Source: an optimization exercise on an open RTL-to-GDS flow (aim: small area and a short achievable clock period). Production flows keep margins and buffers that such runs may drop.
Where RTL was checked, it was by simulation tests only, not by an equivalence proof against the original.
Function not checked in runs 2 and 3: the RTL went through the layout flow alone.
Power figures rest on the tool's default switching activity, not on a simulated workload.

==> flow/constraint.sdc <==
create_clock -name core_clock -period 6.0 [get_ports {clk}]
set_input_delay 1.2000 -clock core_clock [delete_from_list [all_inputs] [get_ports {clk}]]
set_output_delay 1.2000 -clock core_clock [all_outputs]
set_load 0.01 [all_outputs]
==> flow/design.v <==
package icmp_pkg;
    localparam int RING_LEN = 256;
    localparam int TAP_STEP = 8;
endpackage
`timescale 1ns/1ns
module icmp_payload_ram
(
    input  logic       clk,
    input  logic       wr_en,
    input  logic [7:0] wr_data,
    input  logic [7:0] rd_pos,
    output logic [7:0] rd_data
);
    localparam int N  = icmp_pkg::RING_LEN;
    localparam int S  = icmp_pkg::TAP_STEP;
    localparam int NG = N / S;
    logic [7:0] ring [N];
    logic [7:0] dly  [S];
    always_ff @(posedge clk)
    begin
        ring[0] <= wr_en ? wr_data : ring[N-1];
        for (int i = 1; i < N; i++)
            ring[i] <= ring[i-1];
    end
    logic [NG-1:0] gsel;
    always_comb
    begin
        for (int g = 0; g < NG; g++)
            gsel[g] = (rd_pos[7:3] == 5'(g));
    end
    always_comb
    begin
        dly[0] = '0;
        for (int g = 0; g < NG; g++)
            dly[0] = dly[0] | ({8{gsel[g]}} & ring[g*S]);
    end
    always_ff @(posedge clk)
    begin
        for (int k = 1; k < S; k++)
            dly[k] <= dly[k-1];
    end
    always_comb
    begin
        rd_data = '0;
        for (int k = 0; k < S; k++)
            rd_data = rd_data | ({8{rd_pos[2:0] == 3'(k)}} & dly[k]);
    end
endmodule
`timescale 1ns/1ns
module icmp_echo_top #(
    parameter int unsigned tx_timeout = 1023
)
(
    input  logic        clk,
    input  logic        rstn,
    input  logic        rx_req,
    input  logic [15:0] rx_len,
    input  logic [7:0]  rx_data,
    input  logic        rx_error,
    input  logic        ip_tx_ack,
    input  logic        data_req,
    input  logic        mac_send_end,
    output logic        tx_req,
    output logic        tx_ready,
    output logic [7:0]  tx_data,
    output logic        tx_end
);
    logic s_idle;      
    logic s_recv;      
    logic s_pad;       
    logic s_f1;
    logic s_f2;
    logic s_ver;       
    logic s_start;     
    logic s_wack;      
    logic s_ready;     
    logic s_send;      
    logic s_wend;      
    logic s_done;      
    logic [9:0]  cnt;        
    logic [9:0]  cnt_inc;
    logic [8:0]  len;        
    logic        len_ok;
    logic        bad;
    logic        last;
    logic        tmo;
    logic        chk_ok;
    logic [7:0]  code;
    logic [15:0] id;
    logic [15:0] seq;
    logic [7:0]  rx_q;
    logic        v_chk;
    logic        v_rep;
    logic [7:0]  chk_p, chk_q;
    logic        chk_c;
    logic [7:0]  rep_p, rep_q;
    logic        rep_c;
    logic [8:0]  chk_s, rep_s;
    logic        rep_step;
    logic [7:0]  pos;
    logic [7:0]  rd_data;
    logic [7:0]  next_byte;
    assign tx_req   = s_wack;
    assign tx_ready = s_ready;
    assign len_ok  = (rx_len[15:9] == 7'd0) &&
                     (rx_len[8] ? (rx_len[7:0] <= 8'd8) : (rx_len[7:3] != 5'd0));
    assign cnt_inc = cnt + 10'd1;
    assign bad     = rx_error || (cnt == 10'd0 && rx_data != 8'd8);
    assign last    = (cnt_inc[8:0] == len);
    assign tmo     = (cnt == 10'(tx_timeout));
    assign chk_ok  = !chk_c && (chk_p == 8'hff) && (chk_q == 8'hff);
    always_ff @(posedge clk)
    begin
        if (!rstn)
        begin
            s_idle  <= 1'b1;
            s_recv  <= 1'b0;
            s_pad   <= 1'b0;
            s_f1    <= 1'b0;
            s_f2    <= 1'b0;
            s_ver   <= 1'b0;
            s_start <= 1'b0;
            s_wack  <= 1'b0;
            s_ready <= 1'b0;
            s_send  <= 1'b0;
            s_wend  <= 1'b0;
            s_done  <= 1'b0;
            tx_data <= 8'h00;
            tx_end  <= 1'b0;
        end
        else
        begin
            s_idle  <= (s_idle && !(rx_req && len_ok)) || (s_recv && bad) ||
                       (s_ver && !chk_ok) || s_done;
            s_recv  <= (s_idle && rx_req && len_ok) || (s_recv && !bad && !last);
            s_pad   <= s_recv && !bad && last;
            s_f1    <= s_pad;
            s_f2    <= s_f1;
            s_ver   <= s_f2;
            s_start <= s_ver && chk_ok;
            s_wack  <= s_start || (s_wack && !ip_tx_ack);
            s_ready <= (s_wack && ip_tx_ack) || (s_ready && !data_req && !tmo);
            s_send  <= (s_ready && data_req) || (s_send && !last);
            s_wend  <= (s_send && last) || (s_wend && !mac_send_end);
            s_done  <= (s_ready && !data_req && tmo) || (s_wend && mac_send_end);
            tx_data <= s_send ? next_byte : 8'h00;
            tx_end  <= s_send && last;
        end
    end
    always_ff @(posedge clk)
    begin
        if (s_recv || s_send || (s_ready && !data_req))
            cnt <= cnt_inc;
        else
            cnt <= '0;
        if (s_idle)
            len <= rx_len[8:0];
    end
    always_ff @(posedge clk)
    begin
        if (s_recv)
        begin
            case (cnt)
                10'd1: code      <= rx_data;
                10'd4: id[15:8]  <= rx_data;
                10'd5: id[7:0]   <= rx_data;
                10'd6: seq[15:8] <= rx_data;
                10'd7: seq[7:0]  <= rx_data;
                default: ;
            endcase
        end
    end
    always_ff @(posedge clk)
    begin
        rx_q  <= rx_data;
        v_chk <= s_recv;
        v_rep <= s_recv && !(cnt == 10'd0 || cnt == 10'd2 || cnt == 10'd3);
    end
    assign chk_s = {1'b0, chk_p} + {1'b0, v_chk ? rx_q : 8'h00} + {8'h00, chk_c};
    assign rep_s = {1'b0, rep_p} + {1'b0, v_rep ? rx_q : 8'h00} + {8'h00, rep_c};
    assign rep_step = s_recv || s_pad || s_f1 || s_f2 || s_ver || (s_start && !len[0]);
    always_ff @(posedge clk)
    begin
        if (s_idle)
        begin
            chk_p <= '0;
            chk_q <= '0;
            chk_c <= 1'b0;
            rep_p <= '0;
            rep_q <= '0;
            rep_c <= 1'b0;
        end
        else
        begin
            chk_p <= chk_q;
            chk_q <= chk_s[7:0];
            chk_c <= chk_s[8];
            if (rep_step)
            begin
                rep_p <= rep_q;
                rep_q <= rep_s[7:0];
                rep_c <= rep_s[8];
            end
        end
    end
    always_ff @(posedge clk)
    begin
        if (s_idle)
            pos <= 8'd246;
        else if (!(s_send && cnt >= 10'd8))
            pos <= pos + 8'd1;
    end
    icmp_payload_ram u_ram (
        .clk     (clk),
        .wr_en   (v_chk),
        .wr_data (rx_q),
        .rd_pos  (pos),
        .rd_data (rd_data)
    );
    always_comb
    begin
        case (cnt)
            10'd0:   next_byte = 8'd0;
            10'd1:   next_byte = code;
            10'd2:   next_byte = ~rep_p;
            10'd3:   next_byte = ~rep_q;
            10'd4:   next_byte = id[15:8];
            10'd5:   next_byte = id[7:0];
            10'd6:   next_byte = seq[15:8];
            10'd7:   next_byte = seq[7:0];
            default: next_byte = rd_data;
        endcase
    end
endmodule
==> flow/config.mk <==
export PLATFORM = sky130hd
export DESIGN_NAME = icmp_echo_top
export DESIGN_NICKNAME = icmp_echo_top
export VERILOG_FILES = /design/flow/design.v
export SDC_FILE = /design/flow/constraint.sdc
export NUM_CORES = 4
export LEC_CHECK = 0
export CAP_MARGIN = 20
export CORE_MARGIN = 2
export CORE_UTILIZATION = 40
export SLEW_MARGIN = 20
==> flow/run.sh <==
#!/bin/bash
# synth_recipe.tcl (not shown) runs the flow's synth.tcl, then flattens the netlist and writes it again
# the make line also repeats each setting of config.mk as NAME=value (left out here)
make -C /OpenROAD-flow-scripts/flow DESIGN_CONFIG=/design/flow/config.mk WORK_HOME=/design/flow/orfs CLKGATE_MAP_FILE= SYNTH_SCRIPT=/design/flow/synth_recipe.tcl finish
==> out/results.ini, run 1 <==
[placement]
place_hpwl_um=59000
portBuffers=41
place_congestion=0.836
placed_area_sq_um=52600

[grt]
grt_pass1_wl_um=132000
grt_usage=0.140
grt_max_degree=49
antenna_found_initial=17
met2_usage=0.201
busiest_layer=met1
grt_pass1_vias=20700
use_met3=0.0335
use_met1=0.202
overflow=0

[synthesis]
synthXorXnorAreaFrac=0.00622
synth_cell_types=69
syn-num-nets=3072
ys_top_cells_by_count=2187 x dfxtp_1, 77 x nand2_1, 71 x nor2_1
synth-simple-area-share=0.0427
synth_top_family_by_area=simple AND/OR/NAND/NOR gates
synthAdderAreaFrac=0.00756
synth.avg_cell_area_sq_um=16.7
synth_mux_area_frac=0.00420
synth_most_common_cell=dfxtp_1
syn_area_sq_um=50300
yosysWarnings=4
yosysTopAreaCellShare=0.870
ys.flop_type=dfxtp_1
synthCells=3013
yosysSeqAreaShare=0.899
synth_compound_area_frac=0.0336
synth_edf_count=49
ys_ff_latch=2236
yosysTopAreaCell=dfxtp_1
synth_area_leaders=dfxtp_1 87%, edfxtp_1 2.9%, and3_1 0.81%, a22oi_1 0.76%, ha_1 0.60%
ys_async_sr_fraction=0

[layout]
post-route-cell-area_sq_um=59600
area_delta_synth_final_pct=18.4
fin_nets=3254
drive_above_1_share=0.111
n_fill_cell=10500

[sta]
min_period_ns=3.25
fmax_ghz=0.308
slew-limit-headroom=0.194
rsz0062_at_grt=false
period_share=0.541
tightest_slew_ns=1.20
finClkSkew_ns=0.0521
setup_viol=0
hold_violations=0
finalSetupTns_ns=0
maxSlewViolCount=0

[power]
p_leak_nw=23.5
power.total_mw=27.8
vdd.ir_drop.worst_v=0.000305
powerDensity_nw_per_um2=467

[outcome]
outcome=finished clean

[clock_network]
clkSlewWorstSetupHoldPaths_ns=0.06
htreeDepth=4
cts_root_buffer=clkbuf_16
clock-sinks=2236
clkLatencyLatePin_ns=0.82
cts_made_buffers=191
cts.path.max_buffers=3
cts_hold_buf=0
cts_tree=done
cts_setup_buffers=0
cts_resized=0

[worst_setup_path]
crit_path_top_delay_cell=and2_1
cp-end-kind=register
crit_path_cell_trace=and2_1 -> and2_0 -> a2111oi_0 -> nand4_1 -> or3_1 -> a221o_1
cpPeakStageDelay_ns=0.56
arrival_ns=3.96
path_class=reg -> reg
crit_fanout=21
critPathRequiredTime_ns=6.71
startpoint_type=register

[route]
num_vias=21500
drc=0
ant_nets=0
dr.pass1.iters=5
drt_iter0_markers=1828
wire_per_inst_um=18.0
drt-total-wl_um=90000
via_per_inst=4.30

[floorplan]
core_area_sq_um=125000
die_y_um=359
num_rows=130
initial_core_util=0.402
dieArea_sq_um=129000
die_w_um=359
io_pins=42

[worst_hold_path]
hp-class=reg -> reg

[flow_run]
max-cap-violations=0

registers in the layout, summed over array words and instances (netlist names), 8 cells and up:
signal / count
chk_q: 8
code: 8
chk_p: 8
pos: 8
id: 16
rep_p: 8
u_ram.ring: 2048
len: 9
cnt: 10
u_ram.dly: 56
tx_data: 8
rx_q: 8
rep_q: 8
seq: 16
cells in the final DEF, fill, tap and decap left out, types with 6 or more instances in the layout:
| master | n |
|---|---|
| o21ai_0 | 16 |
| clkdlybuf4s50_1 | 41 |
| a2111oi_0 | 14 |
| a22oi_1 | 51 |
| nand2_1 | 77 |
| a32oi_1 | 21 |
| clkinv_2 | 29 |
| clkbuf_8 | 47 |
| xnor2_1 | 17 |
| a222oi_1 | 16 |
| buf_4 | 6 |
| nor4_1 | 6 |
| nor2_1 | 64 |
| nor3_1 | 14 |
| a21oi_1 | 31 |
| a31oi_1 | 11 |
| mux2_2 | 17 |
| nor2_2 | 7 |
| bufinv_16 | 20 |
| a221o_1 | 7 |
| dfxtp_1 | 2187 |
| nand3_1 | 38 |
| nor2b_1 | 19 |
| nand3b_1 | 6 |
| nand2b_1 | 7 |
| xor2_1 | 11 |
| nand4_1 | 30 |
| clkbuf_16 | 195 |
| o22ai_1 | 6 |
| ha_1 | 24 |
| clkinvlp_4 | 11 |
| clkbuf_1 | 27 |
| a221oi_1 | 9 |
| and3_1 | 65 |
| and2_1 | 23 |
| edfxtp_1 | 49 |
| clkinv_16 | 12 |
| inv_1 | 20 |
worst max-delay path, delay by kind of cell, from the launching register on:
kind	cells	cell delay, ns
simple gates	4	1.76
compound gates	2	0.86
flops	1	0.50
layer usage:
| layer | part of all wire | vias to the layer above |
|---|---|---|
| met3 | 0.061 | 152 |
| met2 | 0.41 | 608 |
| met1 | 0.50 | 10400 |
| li1 | - | 10400 |
| met4 | 0.030 | 0 |
| met5 | 0 | - |
final timing paths:
kind	startpoint	end	slack, ns	depth (start not counted)
worst max register to register	pos[3]	tx_data[1]	2.75	6
worst max-delay path	pos[3]	tx_data[1]	2.75	6
worst min-delay path	u_ram.ring[119][1]	u_ram.ring[120][1]	0.29	0
worst min register to register	u_ram.ring[119][1]	u_ram.ring[120][1]	0.29	0
stage by stage:
step                      setup slack, ns  utilization  hold WS [ns]  instances
after floorplan                      3.43            -         0.310       3013
after global placement               2.67        0.420         0.310       4652
after detailed placement             2.60        0.420         0.312       4652
after CTS                            2.79        0.476         0.280       5004
after global routing                 2.66        0.476         0.286       5004
final                                2.75        0.476         0.286       5009
cell type report:
type	count	area, sq um	share of cell area
Clock buffer	269	5630	0.0945
Multi-Input combinational cell	699	4790	0.0805
Inverter	20	75.1	0.00126
Sequential cell	2236	45300	0.760
Tap cell	1650	2060	0.0347
Timing Repair Buffer	47	455	0.00764
Clock inverter	83	1290	0.0217
Antenna cell	5	12.5	0.000210
report_power, final:
group / switching [mW] / leakage (nW) / internal, mW
Sequential: 0.00818 / 18.1 / 14.9
Combinational: 0.0164 / 2.04 / 0.0222
Clock: 5.37 / 3.36 / 7.50
Total: 5.39 / 23.5 / 22.4
cell families (layout without fill, tap and decap cells):
group | count (synthesis) | count (layout)
XOR/XNOR | 31 | 31
adder cells (fa/ha/maj) | 28 | 28
other | 0 | 5
AO/OA/AOI/OAI | 221 | 221
AND/OR/NAND/NOR | 400 | 400
flip-flops | 2236 | 2236
multiplexers | 19 | 19
buffers and inverters | 78 | 419
==> inputs of run 2 (changes only) <==
--- a/flow/design.v
+++ b/flow/design.v
@@ -15,35 +15,31 @@
     localparam int S  = icmp_pkg::TAP_STEP;
     localparam int NG = N / S;
     logic [7:0] ring [N];
-    logic [7:0] dly  [S];
+    logic [7:0] grp;
+    logic [7:0] dly  [1:S];
     always_ff @(posedge clk)
     begin
         ring[0] <= wr_en ? wr_data : ring[N-1];
         for (int i = 1; i < N; i++)
             ring[i] <= ring[i-1];
     end
-    logic [NG-1:0] gsel;
     always_comb
     begin
+        grp = '0;
         for (int g = 0; g < NG; g++)
-            gsel[g] = (rd_pos[7:3] == 5'(g));
+            grp = grp | ({8{rd_pos[7:3] == 5'(g)}} & ring[g*S]);
+    end
+    always_ff @(posedge clk)
+    begin
+        dly[1] <= grp;
+        for (int k = 2; k <= S; k++)
+            dly[k] <= dly[k-1];
     end
     always_comb
     begin
-        dly[0] = '0;
-        for (int g = 0; g < NG; g++)
-            dly[0] = dly[0] | ({8{gsel[g]}} & ring[g*S]);
-    end
-    always_ff @(posedge clk)
-    begin
-        for (int k = 1; k < S; k++)
-            dly[k] <= dly[k-1];
-    end
-    always_comb
-    begin
         rd_data = '0;
-        for (int k = 0; k < S; k++)
-            rd_data = rd_data | ({8{rd_pos[2:0] == 3'(k)}} & dly[k]);
+        for (int k = 1; k <= S; k++)
+            rd_data = rd_data | ({8{rd_pos[2:0] == 3'(k-1)}} & dly[k]);
     end
 endmodule
 `timescale 1ns/1ns
@@ -78,19 +74,17 @@
     logic s_wend;      
     logic s_done;      
     logic [9:0]  cnt;        
-    logic [9:0]  cnt_inc;
+    logic        cnt_run;
+    logic        last;       
     logic [8:0]  len;        
     logic        len_ok;
     logic        bad;
-    logic        last;
     logic        tmo;
     logic        chk_ok;
     logic [7:0]  code;
     logic [15:0] id;
     logic [15:0] seq;
-    logic [7:0]  rx_q;
-    logic        v_chk;
-    logic        v_rep;
+    logic [7:0]  x_chk, x_rep;
     logic [7:0]  chk_p, chk_q;
     logic        chk_c;
     logic [7:0]  rep_p, rep_q;
@@ -104,11 +98,10 @@
     assign tx_ready = s_ready;
     assign len_ok  = (rx_len[15:9] == 7'd0) &&
                      (rx_len[8] ? (rx_len[7:0] <= 8'd8) : (rx_len[7:3] != 5'd0));
-    assign cnt_inc = cnt + 10'd1;
     assign bad     = rx_error || (cnt == 10'd0 && rx_data != 8'd8);
-    assign last    = (cnt_inc[8:0] == len);
     assign tmo     = (cnt == 10'(tx_timeout));
-    assign chk_ok  = !chk_c && (chk_p == 8'hff) && (chk_q == 8'hff);
+    assign chk_ok  = (chk_p == 8'hff) && (chk_q == 8'hff);
+    assign cnt_run = s_recv || s_send || (s_ready && !data_req);
     always_ff @(posedge clk)
     begin
         if (!rstn)
@@ -149,10 +142,8 @@
     end
     always_ff @(posedge clk)
     begin
-        if (s_recv || s_send || (s_ready && !data_req))
-            cnt <= cnt_inc;
-        else
-            cnt <= '0;
+        cnt  <= cnt_run ? cnt + 10'd1 : 10'd0;
+        last <= cnt_run && (cnt + 10'd2 == {1'b0, len});
         if (s_idle)
             len <= rx_len[8:0];
     end
@@ -170,15 +161,11 @@
             endcase
         end
     end
-    always_ff @(posedge clk)
-    begin
-        rx_q  <= rx_data;
-        v_chk <= s_recv;
-        v_rep <= s_recv && !(cnt == 10'd0 || cnt == 10'd2 || cnt == 10'd3);
-    end
-    assign chk_s = {1'b0, chk_p} + {1'b0, v_chk ? rx_q : 8'h00} + {8'h00, chk_c};
-    assign rep_s = {1'b0, rep_p} + {1'b0, v_rep ? rx_q : 8'h00} + {8'h00, rep_c};
-    assign rep_step = s_recv || s_pad || s_f1 || s_f2 || s_ver || (s_start && !len[0]);
+    assign x_chk = s_recv ? rx_data : 8'h00;
+    assign x_rep = (s_recv && !(cnt == 10'd0 || cnt == 10'd2 || cnt == 10'd3)) ? rx_data : 8'h00;
+    assign chk_s = {1'b0, chk_p} + {1'b0, x_chk} + {8'h00, chk_c};
+    assign rep_s = {1'b0, rep_p} + {1'b0, x_rep} + {8'h00, rep_c};
+    assign rep_step = s_recv || s_pad || s_f1 || s_f2 || (s_ver && !len[0]);
     always_ff @(posedge clk)
     begin
         if (s_idle)
@@ -206,14 +193,14 @@
     always_ff @(posedge clk)
     begin
         if (s_idle)
-            pos <= 8'd246;
-        else if (!(s_send && cnt >= 10'd8))
+            pos <= 8'd247;
+        else if (!(s_send && cnt >= 10'd7))
             pos <= pos + 8'd1;
     end
     icmp_payload_ram u_ram (
         .clk     (clk),
-        .wr_en   (v_chk),
-        .wr_data (rx_q),
+        .wr_en   (s_recv),
+        .wr_data (rx_data),
         .rd_pos  (pos),
         .rd_data (rd_data)
     );
==> run 2 against run 1 <==
  * Non-clock buffer count increased by 20
  * Final area up 0.52%
  * Highest routed layer unchanged
  * Global-route usage is 0.60 points lower
  * Largest power group unchanged
  * Sequential share of layout area is 0.41 points lower
  * Clock skew is 0.0041 ns higher
  * Synthesized cell count up 3.4%
==> out/results.ini, run 2 <==
[flow_run]
max-cap-violations=0  ; unchanged

[clock_network]
cts_hold_buf=0  ; unchanged
clkLatencyLatePin_ns=0.81  ; about the same
htreeDepth=4  ; unchanged
clkSlewWorstSetupHoldPaths_ns=0.07  ; about the same
cts_setup_buffers=0  ; unchanged
cts.path.max_buffers=3  ; unchanged
cts_tree=done
clock-sinks=2235  ; -0.045%
cts_root_buffer=clkbuf_16
cts_resized=0  ; unchanged
cts_made_buffers=191  ; unchanged

[sta]
fmax_ghz=0.270  ; -12%
hold_violations=0  ; unchanged
maxSlewViolCount=0  ; unchanged
period_share=0.617  ; +0.0758
rsz0062_at_grt=false
setup_viol=0  ; unchanged
finClkSkew_ns=0.0562  ; +0.00409 ns
min_period_ns=3.70  ; +0.455 ns
tightest_slew_ns=1.00  ; -0.202 ns
slew-limit-headroom=0.331  ; +0.137
finalSetupTns_ns=0  ; unchanged

[grt]
grt_pass1_vias=21800  ; +5.3%
grt_max_degree=49  ; unchanged
grt_pass1_wl_um=132000  ; +0.50%
antenna_found_initial=5  ; -12
overflow=0  ; unchanged
grt_usage=0.134  ; -0.00605

[power]
p_leak_nw=23.4  ; -0.41%
vdd.ir_drop.worst_v=0.000259  ; -15%
powerDensity_nw_per_um2=456  ; -2.4%

[layout]
n_fill_cell=10600  ; +0.51%
largest_register_ffs=2048  ; unchanged
most-common-layout-cells=2180 x dfxtp_1, 193 x clkbuf_16, 89 x nand2_1, 54 x a21oi_1, 52 x nor2_1
reg.largest.list=u_ram.ring x2048, u_ram.dly x64
utilization=0.475  ; -0.000597
area_delta_synth_final_pct=17.6
regMostFlops=u_ram.ring
fin_nets=3361  ; +3.3%
post-route-cell-area_sq_um=59900  ; +0.52%
final_common_cell=dfxtp_1
drive_above_1_share=0.109  ; -0.00230

[route]
dr.pass1.iters=9  ; +4
drc=0  ; unchanged
num_vias=22200  ; +3.1%
drt_iter0_markers=1485  ; -19%
wire_per_inst_um=17.1  ; -5.1%
via_per_inst=4.34  ; +0.92%
ant_nets=0  ; unchanged
drt-total-wl_um=87300  ; -3.1%

[synthesis]
syn_area_sq_um=50900  ; +1.2%
ys_top_cells_by_count=2186 x dfxtp_1, 89 x nand2_1, 55 x nor2_1
synth_area_leaders=dfxtp_1 86%, edfxtp_1 2.9%, nand2_1 0.66%, mux2i_1 0.65%, ha_1 0.61%
yosysSeqAreaShare=0.888  ; -0.0113
synth_edf_count=49  ; unchanged
synth.avg_cell_area_sq_um=16.3  ; -2.1%
syn-num-nets=3176  ; +3.4%
synth_cell_types=77  ; +12%
yosysTopAreaCell=dfxtp_1
synthCells=3116  ; +3.4%
ys_async_sr_fraction=0  ; unchanged
ys.flop_type=dfxtp_1
yosysWarnings=4  ; unchanged
yosysTopAreaCellShare=0.859  ; -0.0110
ys_ff_latch=2235  ; -0.045%
synth_most_common_cell=dfxtp_1

[worst_setup_path]
crit_path_cell_trace=nor4_1 -> and2_0 -> o311a_1 -> or2_2 -> fa_1 -> inv_1 -> fa_1 -> a21o_1 -> a21o_1 -> a211oi_1 -> o211ai_1 -> a21oi_1
crit_path_top_delay_cell=and2_0
arrival_ns=4.45  ; +0.49 ns
crit_buf_inv=1  ; +1
cp-end-kind=register
startpoint_type=register
crit_fanout=15  ; -29%
critPathTopFamily=compound AO/OA/AOI/OAI gates
cpPeakStageDelay_ns=0.66  ; +0.10 ns
path_class=reg -> reg
critPathRequiredTime_ns=6.74  ; +0.03 ns

[placement]
placed_area_sq_um=53300  ; +1.2%
place_congestion=0.817  ; -2.3%
portBuffers=41  ; unchanged
place_hpwl_um=54900  ; -6.9%

[floorplan]
die_y_um=361  ; +0.61%
num_rows=130  ; unchanged
core_area_sq_um=126000  ; +0.65%
dieArea_sq_um=130000  ; +1.2%
die_w_um=361  ; +0.61%
io_pins=42  ; unchanged
initial_core_util=0.404  ; +0.00232

[worst_hold_path]
hp-class=reg -> reg

[outcome]
outcome=finished clean

run 2: changes by cell type after synthesis, sizes merged, moves of 17 or more:
cell / previous run / this run
and3: 65 / 20
mux2i: 2 / 33
inv: 20 / 49
a21oi: 31 / 54
buf: 14 / 37
o21ai: 17 / 38
nand4: 30 / 13
run 2: path summary, 6_finish.rpt:
path	end	startpoint	slack, ns	cells past startpoint
worst max-delay path	rep_q[6]	cnt[7]	2.30	12
worst min-delay path	u_ram.ring[37][4]	u_ram.ring[36][4]	0.29	0
worst max register to register	rep_q[6]	cnt[7]	2.30	12
worst min register to register	u_ram.ring[37][4]	u_ram.ring[36][4]	0.29	0
run 2: layout make-up:
class,instances,area [sq um],area share
Sequential cell,2235,45200,0.755
Clock buffer,282,5640,0.0942
Multi-Input combinational cell,757,5170,0.0863
Tap cell,1650,2060,0.0345
Clock inverter,72,973,0.0163
Timing Repair Buffer,67,606,0.0101
Inverter,49,184,0.00307
Antenna cell,3,7.51,0.000125
run 2: power by group:
| part | switching, mW | total, mW | internal [mW] |
|---|---|---|---|
| Sequential | 0.00328 | 14.9 | 14.9 |
| Combinational | 0.0168 | 0.0386 | 0.0218 |
| Clock | 5.32 | 12.4 | 7.04 |
| Total | 5.34 | 27.3 | 22.0 |
run 2: per-stage QoR:
stage / setup slack, ns / cells / hold WS, ns / power, mW
CTS: 2.30 / 5112 / 0.277 / 27.6
global route: 1.97 / 5112 / 0.286 / 28.2
detailed placement: 2.23 / 4758 / 0.312 / 15.3
floorplan: 3.08 / 3116 / 0.310 / 15.2
finish: 2.30 / 5115 / 0.285 / 27.3
global placement: 2.25 / 4758 / 0.310 / 15.3
run 2: kinds of logic after synthesis:
kind of cell               synth area share
and+or+nand+nor                      0.0376
adders and majority gates           0.00771
muxes                               0.00936
buffers and inverters                0.0110
AOI/OAI and AO/OA                    0.0417
DFF                                   0.888
xor gates and xnor gates            0.00464
run 2: per-layer routing:
layer | vias up | global-route usage | share of wire
met1 | 10800 | 0.191 | 0.49
met5 | - | 0 | 0
met4 | 0 | 0.0503 | 0.023
met2 | 516 | 0.200 | 0.43
li1 | 10800 | - | -
met3 | 153 | 0.0303 | 0.051
run 2: worst reg2reg max path, delay by kind of cell, from the launching register on:
kind,cells,cell delay (ns)
and+or+nand+nor,3,1.32
DFF,1,0.36
adders and majority gates,2,0.60
AOI/OAI and AO/OA,6,1.35
buffers and inverters,1,0.06
==> inputs of run 3 (changes only) <==
--- a/flow/config.mk
+++ b/flow/config.mk
@@ -8,4 +8,6 @@
 export CAP_MARGIN = 20
 export CORE_MARGIN = 2
 export CORE_UTILIZATION = 40
+export CTS_BUF_LIST = sky130_fd_sc_hd__clkbuf_4 sky130_fd_sc_hd__clkbuf_8
+export SETUP_SLACK_MARGIN = 3.2
 export SLEW_MARGIN = 20
==> run 3 against run 2 <==
  * Sequential cell count unchanged
  * Worst setup slack improved by 0.87 ns
  * Area after synthesis stayed put
  * First-iteration DRC count grew 9.3%
  * Critical path depth is 5 lower
  * Via count is 4.2% higher
  * Wire length increased by 2.9%
  * Count of clock-buffer cells in the layout is 231 higher
  * Utilization grew 0.55 points
  * Still clean on timing, DRC and antenna
==> out/results.ini, run 3 <==
[outcome]
outcome=finished clean

[sta]
rsz0062_at_grt=true
fmax_ghz=0.353  ; +31%
tightest_slew_ns=1.10  ; +0.0981 ns
fin_ws_ns=3.16  ; +0.866 ns
min_period_ns=2.84  ; -0.866 ns
finalSetupTns_ns=0  ; unchanged
slew-limit-headroom=0.263  ; -0.0679
maxSlewViolCount=0  ; unchanged
hold_violations=0  ; unchanged
setup_viol=0  ; unchanged
period_share=0.473  ; -0.144
finClkSkew_ns=0.0837  ; +0.0275 ns

[synthesis]
synthCells=3116  ; unchanged
synth_cell_types=77  ; unchanged
yosysTopAreaCell=dfxtp_1
ys_top_cells_by_count=2186 x dfxtp_1, 89 x nand2_1, 55 x nor2_1
syn_area_sq_um=50900  ; unchanged
ys.flop_type=dfxtp_1
yosysWarnings=4  ; unchanged
synth.avg_cell_area_sq_um=16.3  ; unchanged
yosysSeqAreaShare=0.888  ; unchanged
synth_edf_count=49  ; unchanged
ys_ff_latch=2235  ; unchanged
syn-num-nets=3176  ; unchanged
ys_async_sr_fraction=0  ; unchanged
synth_most_common_cell=dfxtp_1
synth_area_leaders=dfxtp_1 86%, edfxtp_1 2.9%, nand2_1 0.66%, mux2i_1 0.65%, ha_1 0.61%
yosysTopAreaCellShare=0.859  ; unchanged

[clock_network]
cts.path.max_buffers=4  ; +1
clkLatencyLatePin_ns=0.93  ; +0.12 ns
cts_made_buffers=334  ; +75%
cts_root_buffer=clkbuf_8
clock-sinks=2235  ; unchanged
cts_tree=done
clkSlewWorstSetupHoldPaths_ns=0.06  ; about the same
htreeDepth=5  ; +1

[route]
drt_iter0_markers=1623  ; +9.3%
dr.pass1.iters=7  ; -2
num_vias=23100  ; +4.2%
ant_nets=0  ; unchanged
wire_per_inst_um=16.8  ; -1.5%
via_per_inst=4.33  ; -0.29%
drt-total-wl_um=89800  ; +2.9%
drc=0  ; unchanged

[grt]
antenna_found_initial=5  ; unchanged
grt_max_degree=49  ; unchanged
overflow=0  ; unchanged
grt_pass1_vias=23400  ; +7.1%
grt_usage=0.138  ; +0.00361
grt_pass1_wl_um=136000  ; +2.8%

[worst_setup_path]
crit_path_top_delay_cell=dfxtp_2
startpoint_type=register
cp-end-kind=register
crit_path_cell_trace=buf_6 -> nor2b_1 -> buf_4 -> nand2_1 -> o21ai_0 -> or4_1 -> or4_1
path_class=reg -> reg
crit_fanout=33  ; +18
arrival_ns=3.58  ; -0.87 ns
path_common_cell=or4_1
critPathRequiredTime_ns=6.75  ; about the same
cpPeakStageDelay_ns=0.60  ; -0.06 ns

[layout]
most-common-layout-cells=2177 x dfxtp_1, 421 x clkbuf_8, 92 x clkbuf_4, 88 x nand2_1, 53 x a21oi_1
final_common_cell=dfxtp_1
stdcell_count=5345  ; +4.5%
area_delta_synth_final_pct=18.9
largest_register_ffs=2048  ; unchanged
drive_above_1_share=0.181  ; +0.0724
reg.largest.list=u_ram.ring x2048, u_ram.dly x64
fin_nets=3518  ; +4.7%
regMostFlops=u_ram.ring

[placement]
place_hpwl_um=55500  ; +1.1%
dp_cells=4760  ; +0.042%
place_ws_ns=2.29  ; +0.0599 ns
place_congestion=0.846  ; +3.6%
portBuffers=41  ; unchanged

[floorplan]
die_y_um=361  ; unchanged
initial_core_util=0.404  ; unchanged
io_pins=42  ; unchanged
dieArea_sq_um=130000  ; unchanged
num_rows=130  ; unchanged
core_area_sq_um=126000  ; unchanged
die_w_um=361  ; unchanged

[flow_run]
max-cap-violations=0  ; unchanged

[worst_hold_path]
hp-class=reg -> reg

[power]
powerDensity_nw_per_um2=454  ; -0.43%
power.total_mw=27.5  ; +0.73%
p_leak_nw=24.0  ; +2.9%
vdd.ir_drop.worst_v=0.000207  ; -20%

## run 3: path summary, 6_finish.rpt
| kind | start | end | slack, ns | depth (start not counted) |
|---|---|---|---|---|
| max reg2reg | pos[3] | u_ram.dly[1][2] | 3.16 | 7 |
| min | u_ram.ring[210][0] | u_ram.ring[211][0] | 0.24 | 0 |
| max | pos[3] | u_ram.dly[1][2] | 3.16 | 7 |
| min reg2reg | u_ram.ring[210][0] | u_ram.ring[211][0] | 0.24 | 0 |
## run 3: cell type report
type,count,area [sq um]
fill,10600,65500
inverter,49,184
clock buffer,513,6480
multi-input combinational,757,5270
clock inverter,56,597
tap,1650,2060
timing repair buffer,81,718
sequential,2235,45300
antenna,4,10.0
## run 3: per-layer routing
| layer | track usage | share of wire |
|---|---|---|
| met3 | 0.0410 | 0.062 |
| met5 | 0 | 0 |
| met1 | 0.185 | 0.47 |
| met4 | 0.0636 | 0.031 |
| met2 | 0.205 | 0.44 |
## run 3: report_power, final
part	switching, mW	internal (mW)	total, mW
clock	5.25	7.30	12.6
combinational	0.0170	0.0218	0.0388
sequential	0.00354	14.9	14.9
## run 3: kinds of logic (layout without fill, tap and decap cells)
group / Yosys count / in the layout / synth area share
xor gates and xnor gates: 27 / 27 / 0.00464
muxes: 45 / 45 / 0.00936
DFF: 2235 / 2235 / 0.888
and+or+nand+nor: 365 / 365 / 0.0376
buffers and inverters: 124 / 699 / 0.0110
AOI/OAI and AO/OA: 291 / 291 / 0.0417
adders and majority gates: 29 / 29 / 0.00771
other: 0 / 4 / 0
## run 3: critical path: cells and delay by family (launching register included)
kind | cells | cell delay [ns]
AND/OR/NAND/NOR | 4 | 1.30
flip-flops | 1 | 0.60
AO/OA/AOI/OAI | 1 | 0.16
buffers and inverters | 2 | 0.62
## run 3: through the flow
stage / util / hold slack [ns] / cell area (sq um)
after global placement: 0.423 / 0.310 / 53300
after floorplan: - / 0.310 / 51000
after detailed placement: 0.423 / 0.312 / 53300
after global routing: 0.481 / 0.242 / 60600
final: 0.481 / 0.244 / 60600
after CTS: 0.480 / 0.233 / 60500
## run 3: what timing repair did
action,4_1_cts,5_1_grt
gates resized for setup,28,18
pin swaps,2,5
buffers inserted,3,9
endpoints found under the setup margin,24,12
hold buffers,0,0
==> inputs of run 4 (changes only) <==
--- a/flow/design.v
+++ b/flow/design.v
@@ -1,5 +1,5 @@
 package icmp_pkg;
-    localparam int RING_LEN = 256;
+    localparam int RING_LEN = 256 + 4;
     localparam int TAP_STEP = 8;
 endpackage
 `timescale 1ns/1ns
@@ -8,12 +8,12 @@
     input  logic       clk,
     input  logic       wr_en,
     input  logic [7:0] wr_data,
-    input  logic [7:0] rd_pos,
+    input  logic [8:0] rd_pos,
     output logic [7:0] rd_data
 );
     localparam int N  = icmp_pkg::RING_LEN;
     localparam int S  = icmp_pkg::TAP_STEP;
-    localparam int NG = N / S;
+    localparam int NG = (N + S - 1) / S;
     logic [7:0] ring [N];
     logic [7:0] grp;
     logic [7:0] dly  [1:S];
@@ -27,7 +27,7 @@
     begin
         grp = '0;
         for (int g = 0; g < NG; g++)
-            grp = grp | ({8{rd_pos[7:3] == 5'(g)}} & ring[g*S]);
+            grp = grp | ({8{rd_pos[8:3] == 6'(g)}} & ring[g*S]);
     end
     always_ff @(posedge clk)
     begin
@@ -74,6 +74,7 @@
     logic s_wend;      
     logic s_done;      
     logic [9:0]  cnt;        
+    logic        cnt0;       
     logic        cnt_run;
     logic        last;       
     logic [8:0]  len;        
@@ -82,23 +83,22 @@
     logic        tmo;
     logic        chk_ok;
     logic [7:0]  code;
-    logic [15:0] id;
-    logic [15:0] seq;
     logic [7:0]  x_chk, x_rep;
+    logic        rep_take;   
     logic [7:0]  chk_p, chk_q;
     logic        chk_c;
     logic [7:0]  rep_p, rep_q;
     logic        rep_c;
     logic [8:0]  chk_s, rep_s;
     logic        rep_step;
-    logic [7:0]  pos;
+    logic [8:0]  pos;
     logic [7:0]  rd_data;
     logic [7:0]  next_byte;
     assign tx_req   = s_wack;
     assign tx_ready = s_ready;
     assign len_ok  = (rx_len[15:9] == 7'd0) &&
                      (rx_len[8] ? (rx_len[7:0] <= 8'd8) : (rx_len[7:3] != 5'd0));
-    assign bad     = rx_error || (cnt == 10'd0 && rx_data != 8'd8);
+    assign bad     = rx_error || (cnt0 && rx_data != 8'd8);
     assign tmo     = (cnt == 10'(tx_timeout));
     assign chk_ok  = (chk_p == 8'hff) && (chk_q == 8'hff);
     assign cnt_run = s_recv || s_send || (s_ready && !data_req);
@@ -143,6 +143,7 @@
     always_ff @(posedge clk)
     begin
         cnt  <= cnt_run ? cnt + 10'd1 : 10'd0;
+        cnt0 <= !cnt_run || (cnt == 10'h3ff);
         last <= cnt_run && (cnt + 10'd2 == {1'b0, len});
         if (s_idle)
             len <= rx_len[8:0];
@@ -152,17 +153,15 @@
         if (s_recv)
         begin
             case (cnt)
-                10'd1: code      <= rx_data;
-                10'd4: id[15:8]  <= rx_data;
-                10'd5: id[7:0]   <= rx_data;
-                10'd6: seq[15:8] <= rx_data;
-                10'd7: seq[7:0]  <= rx_data;
+                10'd1:   code <= rx_data;
                 default: ;
             endcase
         end
     end
     assign x_chk = s_recv ? rx_data : 8'h00;
-    assign x_rep = (s_recv && !(cnt == 10'd0 || cnt == 10'd2 || cnt == 10'd3)) ? rx_data : 8'h00;
+    assign x_rep = rep_take ? rx_data : 8'h00;
+    always_ff @(posedge clk)
+        rep_take <= rstn && s_recv && !bad && !last && !(cnt == 10'd1 || cnt == 10'd2);
     assign chk_s = {1'b0, chk_p} + {1'b0, x_chk} + {8'h00, chk_c};
     assign rep_s = {1'b0, rep_p} + {1'b0, x_rep} + {8'h00, rep_c};
     assign rep_step = s_recv || s_pad || s_f1 || s_f2 || (s_ver && !len[0]);
@@ -193,9 +192,9 @@
     always_ff @(posedge clk)
     begin
         if (s_idle)
-            pos <= 8'd247;
-        else if (!(s_send && cnt >= 10'd7))
-            pos <= pos + 8'd1;
+            pos <= 9'(icmp_pkg::RING_LEN - 5);
+        else if (!(s_send && cnt >= 10'd3))
+            pos <= (pos == 9'(icmp_pkg::RING_LEN - 1)) ? 9'd0 : pos + 9'd1;
     end
     icmp_payload_ram u_ram (
         .clk     (clk),
@@ -211,11 +210,7 @@
             10'd1:   next_byte = code;
             10'd2:   next_byte = ~rep_p;
             10'd3:   next_byte = ~rep_q;
-            10'd4:   next_byte = id[15:8];
-            10'd5:   next_byte = id[7:0];
-            10'd6:   next_byte = seq[15:8];
-            10'd7:   next_byte = seq[7:0];
-            default: next_byte = rd_data;
+            default: next_byte = rd_data;    
         endcase
     end
 endmodule
--- a/flow/config.mk
+++ b/flow/config.mk
@@ -8,6 +8,7 @@
 export CAP_MARGIN = 20
 export CORE_MARGIN = 2
 export CORE_UTILIZATION = 40
-export CTS_BUF_LIST = sky130_fd_sc_hd__clkbuf_4 sky130_fd_sc_hd__clkbuf_8
-export SETUP_SLACK_MARGIN = 3.2
+export CTS_CLUSTER_DIAMETER = 100
+export CTS_CLUSTER_SIZE = 25
+export SETUP_SLACK_MARGIN = 3.3
 export SLEW_MARGIN = 20
==> run 4 against run 3 <==
  * Still clean
  * First-iteration DRC count down 23%
  * Maximum frequency up 8.0%
  * Sequential share of layout area is 7.4 points higher
  * Register-to-register slack improved by 0.21 ns
  * Critical path depth grew 2
  * Synthesized cell count decreased by 6.3%
  * Utilization is 3.2 points lower
  * Sequential power barely moved
  * Global-route usage shrank 1.1 points
  * Critical endpoint is now chk_q[6]
  * Largest cell class unchanged
==> out/results.ini, run 4 <==
[outcome]
outcome=finished clean

[synthesis]
syn_area_sq_um=49400  ; -3.0%
yosysSeqAreaShare=0.910  ; +0.0220
synthAdderAreaFrac=0.00795  ; +0.000236
ys_async_sr_fraction=0  ; unchanged
synth_compound_area_frac=0.0392  ; -0.00254
yosysWarnings=4  ; unchanged
synthCells=2920  ; -6.3%
synth_top_family_by_area=compound AO/OA/AOI/OAI gates
synth-simple-area-share=0.0311  ; -0.00652
ys_top_cells_by_count=2221 x dfxtp_1, 94 x a22oi_1, 69 x nor2_1
ys_ff_latch=2238  ; +0.13%
syn-num-nets=2980  ; -6.2%
synth_mux_area_frac=0.00162  ; -0.00774
synth_cell_types=67  ; -13%
synth.avg_cell_area_sq_um=16.9  ; +3.5%
synth_edf_count=17  ; -65%
synthXorXnorAreaFrac=0.00532  ; +0.000674
yosysTopAreaCell=dfxtp_1
yosysTopAreaCellShare=0.900  ; +0.0405
synth_most_common_cell=dfxtp_1
synth_area_leaders=dfxtp_1 90%, a22oi_1 1.4%, edfxtp_1 1.0%, ha_1 0.63%, nor2_1 0.52%
ys.flop_type=dfxtp_1

[worst_hold_path]
hp-class=reg -> reg

[sta]
fin_ws_ns=3.37  ; +0.209 ns
rsz0062_at_grt=false
fmax_ghz=0.381  ; +8.0%
finClkSkew_ns=0.0265  ; -0.0573 ns
min_period_ns=2.63  ; -0.209 ns
finalSetupTns_ns=0  ; unchanged
slew-limit-headroom=0.227  ; -0.0357
setup_viol=0  ; unchanged
hold_violations=0  ; unchanged
maxSlewViolCount=0  ; unchanged
tightest_slew_ns=1.16  ; +0.0571 ns
period_share=0.438  ; -0.0349

[worst_setup_path]
critPathRequiredTime_ns=6.60  ; -0.15 ns
path_class=in -> reg
cp-end-kind=register
crit_fanout=4  ; -88%
arrival_ns=3.22  ; -0.36 ns
startpoint_type=input port

[floorplan]
io_pins=42  ; unchanged
core_area_sq_um=122000  ; -3.1%
num_rows=128  ; -1.5%
die_w_um=356  ; -1.5%
initial_core_util=0.404  ; about the same
die_y_um=356  ; -1.5%
dieArea_sq_um=126000  ; -2.9%

[power]
vdd.ir_drop.worst_v=0.000247  ; +19%
p_leak_nw=21.2  ; -12%
seq_power_share=0.669  ; +0.127
combPwrFrac=0.002  ; about the same
clockPowerShare=0.329  ; -0.128
switchingPower_mw=4.25  ; -19%
p_int_mw=18.0  ; -19%
switching_share=0.191  ; -0.000735
powerDensity_nw_per_um2=406  ; -11%

[clock_network]
htreeDepth=3  ; -2
clkSlewWorstSetupHoldPaths_ns=0.09  ; +0.03 ns
cts_setup_buffers=0  ; -3
cts_root_buffer=clkbuf_16
cts_tree=done
clock-sinks=2238  ; +0.13%
clkLatencyLatePin_ns=0.70  ; -0.23 ns
cts.path.max_buffers=3  ; -1
cts_made_buffers=101  ; -70%

[grt]
grt_usage=0.127  ; -0.0108
antenna_found_initial=5  ; unchanged
grt_pass1_vias=19200  ; -18%
grt_pass1_wl_um=119000  ; -12%
overflow=0  ; unchanged
grt_max_degree=48  ; -2.0%

[layout]
fin_nets=3122  ; -11%
area_delta_synth_final_pct=10.8
most-common-layout-cells=2219 x dfxtp_1, 102 x clkbuf_16, 94 x a22oi_1, 65 x nand2_1, 52 x nor2_1
final_common_cell=dfxtp_1
regMostFlops=u_ram.ring
drive_above_1_share=0.0625  ; -0.119
largest_register_ffs=2080  ; +1.6%
reg.largest.list=u_ram.ring x2080, u_ram.dly x64, cnt x10

[route]
num_vias=19900  ; -14%
drc=0  ; unchanged
dr.pass1.iters=5  ; -2
via_per_inst=4.22  ; -2.4%
drt_iter0_markers=1255  ; -23%
ant_nets=0  ; unchanged
wire_per_inst_um=17.2  ; +2.2%
drt-total-wl_um=80700  ; -10%

[placement]
place_ws_ns=2.36  ; +0.0700 ns
place_hpwl_um=50800  ; -8.4%
place_congestion=0.803  ; -5.1%
portBuffers=41  ; unchanged

[flow_run]
max-cap-violations=0  ; unchanged

==> run 4: changes by cell type after synthesis, sizes merged, moves of 20 or more <==
cell / before / now
a22oi: 37 / 94
buf: 37 / 13
clkbuf: 38 / 18
dfxtp: 2186 / 2221
edfxtp: 49 / 17
mux2i: 33 / 8
nand2: 89 / 66
nand3: 49 / 26
nor2: 55 / 79
o21ai: 38 / 18
==> run 4: power groups by stage <==
stage          logic (mW)  registers, mW  clock network, mW
6_report           0.0372           14.9               7.32
5_1_grt            0.0400           14.9               8.07
4_1_cts            0.0378           14.9               7.54
3_5_place_dp       0.0375           15.2                  0
3_3_place_gp       0.0373           15.2                  0
2_1_floorplan     0.00996           15.2                  0
==> run 4: path summary, 6_finish.rpt <==
path,startpoint,end,slack [ns],cells past startpoint
max,rx_data[2],chk_q[6],3.37,9
min,u_ram.ring[50][3],u_ram.ring[51][3],0.31,0
max reg2reg,pos[5],u_ram.dly[1][4],3.37,7
min reg2reg,u_ram.ring[50][3],u_ram.ring[51][3],0.31,0
==> run 4: layout make-up <==
cell class              instances  area [sq um]
diodes                          2          5.00
multi-input cells             620          4330
inverters                      31           116
well taps                    1625          2030
repair buffers                 70           612
clock inverters                 8           133
fillers                     10500         67400
clock buffers                 106          2570
flip-flops and latches       2238         45000
==> run 4: cells by family after synthesis <==
kind of cell             Yosys count
multiplexers                       8
XOR/XNOR                          30
adder cells (fa/ha/maj)           29
AND/OR/NAND/NOR                  293
buffers and inverters             62
flip-flops                      2238
AO/OA/AOI/OAI                    260
==> run 4: repair_timing <==
action,CTS,global route
resized for setup,14,11
hold buffers,0,0
setup endpoints to repair,18,9
==> run 4: per-stage QoR <==
stage | std cells | hold WS [ns] | util | power (mW) | cell area, sq um
CTS | 4698 | 0.311 | 0.448 | 22.4 | 54700
finish | 4700 | 0.307 | 0.448 | 22.2 | 54800
detailed placement | 4584 | 0.312 | 0.426 | 15.3 | 52000
floorplan | 2920 | 0.310 | - | 15.2 | 49500
global route | 4698 | 0.315 | 0.448 | 23.0 | 54800
global placement | 4584 | 0.310 | 0.426 | 15.3 | 52000
==> run 4: routing by layer <==
layer | vias up | share of wire | track usage | wire, um
met5 | - | 0 | 0 | 0
met4 | 0 | 0.022 | 0.0386 | 1780
met3 | 117 | 0.038 | 0.0218 | 3100
met2 | 301 | 0.43 | 0.194 | 34500
met1 | 9623 | 0.51 | 0.185 | 41300
li1 | 9809 | - | - | -
==> run 4: worst max-delay path, cell delays in order <==
cell and delay, ns:
clkdlybuf4s50_1 0.56, and2_4 0.18, ha_1 0.25, a21o_1 0.18, a21oi_2 0.16, nor2b_1 0.07, o21a_1 0.18, or3_1 0.30
and3_1 0.14
==> inputs of run 5 (changes only) <==
--- a/flow/config.mk
+++ b/flow/config.mk
@@ -7,8 +7,9 @@
 export LEC_CHECK = 0
 export CAP_MARGIN = 20
 export CORE_MARGIN = 2
-export CORE_UTILIZATION = 40
+export CORE_UTILIZATION = 65
 export CTS_CLUSTER_DIAMETER = 100
-export CTS_CLUSTER_SIZE = 25
+export CTS_CLUSTER_SIZE = 30
+export PLACE_DENSITY = 0.8
 export SETUP_SLACK_MARGIN = 3.3
 export SLEW_MARGIN = 20
==> run 5 against run 4 <==
  * Worst setup slack got worse by 0.12 ns
  * Highest routed layer is now met5
  * Sequential cell count stayed put
  * Die area is 38% lower
  * Critical endpoint is now u_ram.dly[1][6]
  * First-iteration DRC count grew 55%
  * Sequential share of layout area is 1.7 points higher
  * Final area shrank 2.1%
  * Clock skew is 0.0090 ns higher
  * Non-clock buffer count fell by 14
  * Global-route usage increased by 13 points
  * Area after synthesis unchanged
  * Via count up 7.2%
==> out/results.ini, run 5 <==
[power]
seq_power_share=0.681  ; +0.012
switching_share=0.195  ; +0.00379
p_int_mw=17.6  ; -2.1%
combPwrFrac=0.002  ; about the same
vdd.ir_drop.worst_v=0.000249  ; +1.1%
clockPowerShare=0.318  ; -0.011
switchingPower_mw=4.26  ; +0.29%
p_leak_nw=21.0  ; -1.2%
powerDensity_nw_per_um2=407  ; +0.43%

[floorplan]
core_area_sq_um=75600  ; -38%
num_rows=101  ; -21%
io_pins=42  ; unchanged
dieArea_sq_um=78300  ; -38%
die_w_um=280  ; -21%
initial_core_util=0.654  ; +0.250
die_y_um=280  ; -21%

[layout]
fin_nets=3091  ; -0.99%
largest_register_ffs=2080  ; unchanged
area_delta_synth_final_pct=8.51
post-route-cell-area_sq_um=53600  ; -2.1%
drive_above_1_share=0.0582  ; -0.00428
regMostFlops=u_ram.ring
reg.largest.list=u_ram.ring x2080, u_ram.dly x64, cnt x10
stdcell_count=4023  ; -14%
final_common_cell=dfxtp_1
most-common-layout-cells=2217 x dfxtp_1, 94 x a22oi_1, 89 x clkbuf_16, 64 x nand2_1, 49 x nor2_1

[flow_run]
max-cap-violations=0  ; unchanged

[worst_setup_path]
crit_path_top_delay_cell=a2111oi_0
cpPeakStageDelay_ns=0.67  ; +0.11 ns
crit_fanout=10  ; +6
critPathRequiredTime_ns=6.55  ; -0.05 ns
rrSetupSlack_ns=3.26  ; -0.12 ns
cp-end-kind=register
startpoint_type=register
crit_buf_inv=0  ; -1
critPathTopFamily=simple AND/OR/NAND/NOR gates
crit_path_cell_trace=nand2b_2 -> nor2_4 -> a2111oi_0 -> nand3_1 -> nor4_1 -> nand2_1
path_class=reg -> reg
arrival_ns=3.30  ; +0.08 ns

[route]
drt-total-wl_um=99200  ; +23%
ant_nets=0  ; unchanged
via_per_inst=5.29  ; +25%
drc=0  ; unchanged
drt_iter0_markers=1943  ; +55%
num_vias=21300  ; +7.2%
dr.pass1.iters=7  ; +2
wire_per_inst_um=24.7  ; +44%

[grt]
overflow=0  ; unchanged
antenna_found_initial=7  ; +2
grt_max_degree=48  ; unchanged
grt_usage=0.257  ; +0.129
grt_pass1_vias=22200  ; +16%
grt_pass1_wl_um=146000  ; +23%

[clock_network]
cts_made_buffers=84  ; -17%
cts_root_buffer=clkbuf_16
clkSlewWorstSetupHoldPaths_ns=0.11  ; +0.02 ns
cts_tree=done
htreeDepth=3  ; unchanged
clkLatencyLatePin_ns=0.69  ; about the same
cts.path.max_buffers=3  ; unchanged
clock-sinks=2238  ; unchanged
cts_hold_buf=0  ; unchanged

[sta]
finClkSkew_ns=0.0355  ; +0.00900 ns
setup_viol=0  ; unchanged
hold_slack_ns=0.319  ; +0.0123 ns
min_period_ns=2.74  ; +0.116 ns
slew-limit-headroom=0.272  ; +0.0448
fin_ws_ns=3.26  ; -0.116 ns
tightest_slew_ns=1.09  ; -0.0671 ns
fmax_ghz=0.364  ; -4.2%
period_share=0.457  ; +0.0194
finalSetupTns_ns=0  ; unchanged
hold_violations=0  ; unchanged
maxSlewViolCount=0  ; unchanged
rsz0062_at_grt=true

[synthesis]
synthCells=2920  ; unchanged
ys_async_sr_fraction=0  ; unchanged
synth_area_leaders=dfxtp_1 90%, a22oi_1 1.4%, edfxtp_1 1.0%, ha_1 0.63%, nor2_1 0.52%
synth.avg_cell_area_sq_um=16.9  ; unchanged
synth_edf_count=17  ; unchanged
synth_most_common_cell=dfxtp_1
yosysWarnings=4  ; unchanged
yosysTopAreaCellShare=0.900  ; unchanged
yosysSeqAreaShare=0.910  ; unchanged
yosysTopAreaCell=dfxtp_1
syn-num-nets=2980  ; unchanged
synth_cell_types=67  ; unchanged
syn_area_sq_um=49400  ; unchanged
ys_top_cells_by_count=2221 x dfxtp_1, 94 x a22oi_1, 69 x nor2_1
ys_ff_latch=2238  ; unchanged
ys.flop_type=dfxtp_1

[placement]
dp_cells=3917  ; -15%
place_congestion=0.846  ; +5.3%
portBuffers=41  ; unchanged
place_ws_ns=2.36  ; +0.000830 ns
placed_area_sq_um=51100  ; -1.8%
place_hpwl_um=52800  ; +4.0%

[worst_hold_path]
hp-class=reg -> reg

[outcome]
outcome=finished clean

run 5: cell counts after synthesis:
No cell type changed its count.
run 5: cell type report:
cell class	instances	area, sq um
clock buffers	92	2240
flip-flops and latches	2238	45000
inverters	31	116
fillers	4208	21900
diodes	4	10.0
clock inverters	4	55.1
multi-input cells	620	4490
well taps	978	1220
repair buffers	56	522
run 5: stage by stage:
stage	total power, mW	utilization
after floorplan	15.2	-
after global placement	15.2	0.676
after detailed placement	15.3	0.676
after CTS	21.8	0.708
after global routing	22.4	0.710
final	21.9	0.710
run 5: per-layer routing:
layer	vias up	track usage	wire length, um	share of wire
met2	841	0.409	46400	0.47
li1	9725	-	-	-
met3	246	0.0515	6120	0.062
met4	4	0.120	4160	0.042
met5	-	0	28	0.00028
met1	10500	0.342	42600	0.43
run 5: worst paths after layout:
path,cells after the start,endpoint,startpoint
min reg2reg,0,u_ram.ring[76][1],u_ram.ring[75][1]
max,6,u_ram.dly[1][6],pos[6]
max reg2reg,6,u_ram.dly[1][6],pos[6]
min,0,u_ram.ring[76][1],u_ram.ring[75][1]
run 5: logic make-up after synthesis:
| kind of cell | after synthesis | synth area share |
|---|---|---|
| AOI/OAI and AO/OA | 260 | 0.0392 |
| and+or+nand+nor | 293 | 0.0311 |
| buffers and inverters | 62 | 0.00496 |
| DFF | 2238 | 0.910 |
| xor gates and xnor gates | 30 | 0.00532 |
| muxes | 8 | 0.00162 |
| adders and majority gates | 29 | 0.00795 |
run 5: power groups by stage:
stage                     Clock [mW]  Combinational [mW]  Sequential (mW)
after floorplan                    0             0.00996             15.2
after global placement             0              0.0367             15.2
after detailed placement           0              0.0380             15.2
after CTS                       6.92              0.0388             14.9
after global routing            7.47              0.0417             14.9
final                           6.94              0.0393             14.9
run 5: timing repair:
action	in CTS	in global routing
buffers inserted	3	3
pin swaps	1	4
endpoints found under the setup margin	26	16
resized for setup	37	20
==> inputs of run 6 (changes only) <==
--- a/flow/config.mk
+++ b/flow/config.mk
@@ -7,9 +7,9 @@
 export LEC_CHECK = 0
 export CAP_MARGIN = 20
 export CORE_MARGIN = 2
-export CORE_UTILIZATION = 65
+export CORE_UTILIZATION = 60
 export CTS_CLUSTER_DIAMETER = 100
 export CTS_CLUSTER_SIZE = 30
-export PLACE_DENSITY = 0.8
-export SETUP_SLACK_MARGIN = 3.3
+export PLACE_DENSITY = 0.75
+export SETUP_SLACK_MARGIN = 3.6
 export SLEW_MARGIN = 20
==> run 6 against run 5 <==
  * Still clean on timing, DRC and antenna
  * Global-route usage fell by 4.4 points
  * Die area rose by 8.2%
  * Sequential cell count did not move
  * Critical path type is now in -> reg
  * Critical endpoint is now chk_q[6]
==> out/results.ini, run 6 <==
[worst_setup_path]
startpoint_type=input port
r2r_cells=6  ; unchanged
crit_fanout=4  ; -6
arrival_ns=3.00  ; -0.30 ns
critPathRequiredTime_ns=6.60  ; +0.05 ns
path_class=in -> reg
cp-end-kind=register

[clock_network]
clkSlewWorstSetupHoldPaths_ns=0.12  ; about the same
clkLatencyLatePin_ns=0.69  ; about the same
cts.path.max_buffers=3  ; unchanged
cts_root_buffer=clkbuf_16
clock-sinks=2238  ; unchanged
htreeDepth=3  ; unchanged
cts_hold_buf=0  ; unchanged
cts_made_buffers=85  ; +1.2%
cts_tree=done

[floorplan]
die_w_um=291  ; +4.0%
io_pins=42  ; unchanged
initial_core_util=0.604  ; -0.0502
die_y_um=291  ; +4.0%
num_rows=105  ; +4.0%
core_area_sq_um=81800  ; +8.3%
dieArea_sq_um=84700  ; +8.2%

[synthesis]
synth.avg_cell_area_sq_um=16.9  ; unchanged
synthAdderAreaFrac=0.00795  ; unchanged
ys_ff_latch=2238  ; unchanged
yosysTopAreaCell=dfxtp_1
yosysWarnings=4  ; unchanged
synth-simple-area-share=0.0311  ; unchanged
synth_area_leaders=dfxtp_1 90%, a22oi_1 1.4%, edfxtp_1 1.0%, ha_1 0.63%, nor2_1 0.52%
synth_most_common_cell=dfxtp_1
ys.flop_type=dfxtp_1
synth_cell_types=67  ; unchanged
ys_async_sr_fraction=0  ; unchanged
yosysTopAreaCellShare=0.900  ; unchanged
synth_edf_count=17  ; unchanged
yosysSeqAreaShare=0.910  ; unchanged
syn-num-nets=2980  ; unchanged
ys_top_cells_by_count=2221 x dfxtp_1, 94 x a22oi_1, 69 x nor2_1
synth_mux_area_frac=0.00162  ; unchanged
synth_top_family_by_area=compound AO/OA/AOI/OAI gates
synthCells=2920  ; unchanged
synthXorXnorAreaFrac=0.00532  ; unchanged
synth_compound_area_frac=0.0392  ; unchanged
syn_area_sq_um=49400  ; unchanged

[layout]
final_common_cell=dfxtp_1
fin_nets=3132  ; +1.3%
largest_register_ffs=2080  ; unchanged
reg.largest.list=u_ram.ring x2080, u_ram.dly x64, cnt x10
regArea_sq_um=45000  ; about the same
area_delta_synth_final_pct=9.53
most-common-layout-cells=2207 x dfxtp_1, 94 x a22oi_1, 85 x clkbuf_16, 63 x nand2_1, 49 x nor2_1
drive_above_1_share=0.0814  ; +0.0232
n_fill_cell=5166  ; +23%
post-route-cell-area_sq_um=54100  ; +0.94%
multiInputGateArea_sq_um=4550  ; +1.4%
regMostFlops=u_ram.ring

[sta]
finClkSkew_ns=0.0386  ; +0.00316 ns
hold_slack_ns=0.310  ; -0.00906 ns
hold_violations=0  ; unchanged
fin_ws_ns=3.60  ; +0.346 ns
tightest_slew_ns=0.702  ; -0.389 ns
finalSetupTns_ns=0  ; unchanged
rsz0062_at_grt=true
slew-limit-headroom=0.529  ; +0.257
maxSlewViolCount=0  ; unchanged
setup_viol=0  ; unchanged
fmax_ghz=0.417  ; +14%
period_share=0.400  ; -0.0576
min_period_ns=2.40  ; -0.346 ns

[placement]
place_ws_ns=2.28  ; -0.0748 ns
place_hpwl_um=51700  ; -2.1%
place_congestion=0.831  ; -1.8%
placed_area_sq_um=51400  ; +0.50%
portBuffers=41  ; unchanged

[route]
ant_nets=0  ; unchanged
via_per_inst=5.00  ; -5.4%
wire_per_inst_um=21.5  ; -13%
dr.pass1.iters=8  ; +1
drt_iter0_markers=1573  ; -19%
drc=0  ; unchanged
num_vias=20800  ; -2.3%
drt-total-wl_um=89300  ; -10%

[power]
powerDensity_nw_per_um2=401  ; -1.6%
vdd.ir_drop.worst_v=0.000288  ; +15%
p_int_mw=17.5  ; -0.49%
combPwrFrac=0.002  ; about the same
clockPowerShare=0.313  ; -0.005
p_leak_nw=21.2  ; +0.98%
seq_power_share=0.685  ; +0.004
power.total_mw=21.7  ; -0.64%
switching_share=0.194  ; -0.00121
switchingPower_mw=4.21  ; -1.3%

[grt]
grt_usage=0.212  ; -0.0445
grt_max_degree=49  ; +2.1%
overflow=0  ; unchanged
grt_pass1_vias=21500  ; -3.3%
grt_pass1_wl_um=134000  ; -8.3%
antenna_found_initial=2  ; -5

[flow_run]
max-cap-violations=0  ; unchanged

[worst_hold_path]
whs_path_depth=0  ; unchanged
hp-class=reg -> reg

[outcome]
outcome=finished clean

==> run 6: cells by family after synthesis <==
| logic type | Yosys count |
|---|---|
| flops | 2238 |
| simple gates | 293 |
| compound gates | 260 |
| buf+inv | 62 |
| xor+xnor | 30 |
| fa+ha+maj | 29 |
| mux | 8 |
==> run 6: final timing paths <==
kind,end,slack (ns),start
setup reg to reg,u_ram.dly[1][0],3.66,pos[8]
hold reg to reg,u_ram.ring[157][6],0.31,u_ram.ring[156][6]
setup / recovery,chk_q[6],3.60,rx_data[0]
hold / removal,u_ram.ring[157][6],0.31,u_ram.ring[156][6]
==> run 6: what timing repair did <==
action,4_1_cts,5_1_grt
setup endpoints to repair,37,31
buffers inserted,30,3
gates resized for setup,90,29
pin swaps,11,7
==> run 6: final cells by class <==
type	count	area share
Antenna cell	1	0.0000462
Clock inverter	8	0.00203
Timing Repair Buffer	96	0.0161
Sequential cell	2238	0.831
Tap cell	1070	0.0247
Inverter	31	0.00222
Clock buffer	90	0.0396
Multi-Input combinational cell	620	0.0840
==> run 6: worst max-delay path, stage by stage <==
cell and delay [ns]:
buf_6 0.12, nand2_8 0.05, fa_2 0.21, inv_2 0.05, fa_2 0.36, a21o_1 0.18, a21oi_2 0.15, nor2b_1 0.06
o21a_1 0.18, or3_1 0.29, and3_1 0.14
==> run 6: per-layer routing <==
metal  global-route usage  up-vias  part of all wire
li1                     -     9818                 -
met3               0.0367      170             0.053
met5                    0        -                 0
met4               0.0873        0             0.041
met2                0.334      568              0.45
met1                0.294    10200              0.46
==> run 6: power groups by stage <==
stage	sequential (mW)	clock, mW	combinational (mW)
after floorplan	15.2	0	0.00996
after global placement	15.2	0	0.0370
after detailed placement	15.2	0	0.0385
after CTS	14.9	6.89	0.0392
after global routing	14.9	7.38	0.0426
final	14.9	6.80	0.0400
==> run 6: metrics by stage <==
step | util | instances
finish | 0.661 | 4154
global route | 0.661 | 4153
CTS | 0.660 | 4150
detailed placement | 0.628 | 4022
global placement | 0.627 | 4022
floorplan | - | 2920
==> inputs of run 7 (changes only) <==
--- a/flow/config.mk
+++ b/flow/config.mk
@@ -7,9 +7,8 @@
 export LEC_CHECK = 0
 export CAP_MARGIN = 20
 export CORE_MARGIN = 2
-export CORE_UTILIZATION = 60
+export CORE_UTILIZATION = 40
 export CTS_CLUSTER_DIAMETER = 100
-export CTS_CLUSTER_SIZE = 30
-export PLACE_DENSITY = 0.75
+export CTS_CLUSTER_SIZE = 25
 export SETUP_SLACK_MARGIN = 3.6
 export SLEW_MARGIN = 20
==> run 7 against run 6 <==
  * Worst setup slack gained 0.0022 ns
  * Still clean on timing, DRC and antenna
  * Non-clock buffer count shrank 16
  * Clock power increased by 6.8%
  * Critical path type unchanged
  * Clock skew decreased by 0.0066 ns
  * Sequential share of layout area decreased by 1.5 points
==> out/results.ini, run 7 <==
[synthesis]
synthAdderAreaFrac=0.00795  ; unchanged
synth_cell_types=67  ; unchanged
yosysTopAreaCellShare=0.900  ; unchanged
yosysWarnings=4  ; unchanged
synthXorXnorAreaFrac=0.00532  ; unchanged
ys.flop_type=dfxtp_1
ys_async_sr_fraction=0  ; unchanged
synth-simple-area-share=0.0311  ; unchanged
synth_compound_area_frac=0.0392  ; unchanged
synth_mux_area_frac=0.00162  ; unchanged
yosysSeqAreaShare=0.910  ; unchanged
syn-num-nets=2980  ; unchanged
synth_most_common_cell=dfxtp_1

[floorplan]
core_area_sq_um=122000  ; +49%
initial_core_util=0.404  ; -0.199
num_rows=128  ; +22%
die_y_um=356  ; +22%

[worst_setup_path]
crit_fanout=4  ; unchanged
cp-end-kind=register
startpoint_type=input port
path_class=in -> reg
crit_path_cell_trace=buf_6 -> nand2_8 -> fa_2 -> inv_2 -> fa_2 -> a21o_1 -> a21oi_2 -> nor2b_1 -> o21a_1 -> or3_1 -> and3_1
rr_startpoint=pos[4]
r2r_end=u_ram.dly[1][0]

[power]
powerDensity_nw_per_um2=402  ; +0.24%
p_leak_nw=21.3  ; +0.57%

[route]
drc=0  ; unchanged
dr.pass1.iters=5  ; -3
via_per_inst=4.25  ; -15%

[grt]
antenna_found_initial=5  ; +3
grt_max_degree=48  ; -2.0%
overflow=0  ; unchanged
grt_pass1_vias=18900  ; -12%

[sta]
finClkSkew_ns=0.0320  ; -0.00665 ns
period_share=0.399  ; about the same
maxSlewViolCount=0  ; unchanged
hold_violations=0  ; unchanged
finalSetupTns_ns=0  ; unchanged
setup_viol=0  ; unchanged

[outcome]
outcome=finished clean

[worst_hold_path]
hp-class=reg -> reg

[layout]
largest_register_ffs=2080  ; unchanged
most-common-layout-cells=2212 x dfxtp_1, 101 x clkbuf_16, 94 x a22oi_1, 63 x nand2_1, 50 x nor2_1
fin_nets=3131  ; -0.032%

[placement]
place_congestion=0.798  ; -4.0%
place_ws_ns=2.30  ; +0.0155 ns

[clock_network]
cts.path.max_buffers=3  ; unchanged
clock-sinks=2238  ; unchanged
cts_root_buffer=clkbuf_16

==> run 7: where the power goes <==
| part | switching, mW | total [mW] | internal (mW) |
|---|---|---|---|
| Sequential | 0.00370 | 14.9 | 14.9 |
| Clock | 4.19 | 7.26 | 3.07 |
| Combinational | 0.0152 | 0.0374 | 0.0222 |
| Total | 4.20 | 22.2 | 18.0 |
==> run 7: worst min path at each step <==
stage / start / end / slack [ns]
after floorplan: u_ram.ring[99][0] / u_ram.ring[100][0] / 0.31
after global placement: u_ram.ring[66][1] / u_ram.ring[67][1] / 0.31
after detailed placement: u_ram.ring[161][1] / u_ram.ring[162][1] / 0.31
after CTS: u_ram.ring[50][3] / u_ram.ring[51][3] / 0.30
after global routing: u_ram.ring[50][3] / u_ram.ring[51][3] / 0.30
final: u_ram.ring[50][3] / u_ram.ring[51][3] / 0.30
==> run 7: per-stage QoR <==
| stage | utilization | std cells | power (mW) |
|---|---|---|---|
| floorplan | - | 2920 | 15.2 |
| global placement | 0.426 | 4576 | 15.3 |
| detailed placement | 0.426 | 4576 | 15.3 |
| CTS | 0.450 | 4704 | 22.4 |
| global route | 0.451 | 4707 | 22.9 |
| finish | 0.451 | 4709 | 22.2 |
==> run 7: repair_timing <==
action,4_1_cts,5_1_grt
pin swaps,6,6
gates resized for setup,86,26
hold endpoints to repair,0,0
endpoints found under the setup margin,34,27
setup buffers,15,3
gates cloned,0,0
==> run 7: cell type report <==
type	count	area [sq um]
multi-input combinational	620	4520
sequential	2238	45000
antenna	2	5.00
fill	10500	67100
clock buffer	105	2540
tap	1625	2030
inverter	31	116
timing repair buffer	80	763
clock inverter	8	144
==> run 7: cell families (layout without fill, tap and decap cells) <==
| group | Yosys count | in the layout |
|---|---|---|
| adders and majority gates | 29 | 29 |
| other | 0 | 2 |
| xor gates and xnor gates | 30 | 30 |
| DFF | 2238 | 2238 |
| muxes | 8 | 8 |
| and+or+nand+nor | 293 | 293 |
| buffers and inverters | 62 | 224 |
| AOI/OAI and AO/OA | 260 | 260 |
==> run 7: layer usage <==
metal  vias up  global-route usage  routed length, um
li1       9810                   -                  -
met1      9688               0.178              39500
met2       354               0.189              34200
met3       141              0.0262               3370
met4         0              0.0498               2640
met5         -                   0                  0
==> run 7: worst max-delay path: cells and delay by family <==
| family | cells | cell delay (ns) |
|---|---|---|
| adders and majority gates | 2 | 0.56 |
| and+or+nand+nor | 4 | 0.56 |
| AOI/OAI and AO/OA | 3 | 0.50 |
| buffers and inverters | 2 | 0.16 |

Check on run 7: ideal ports give 3.604 ns setup slack; a clkbuf_16 on the clock port and buf_2 on the inputs give 3.584 ns; moving port delays by the midpoint clock arrival (0.754 ns) as well gives 2.884 ns.
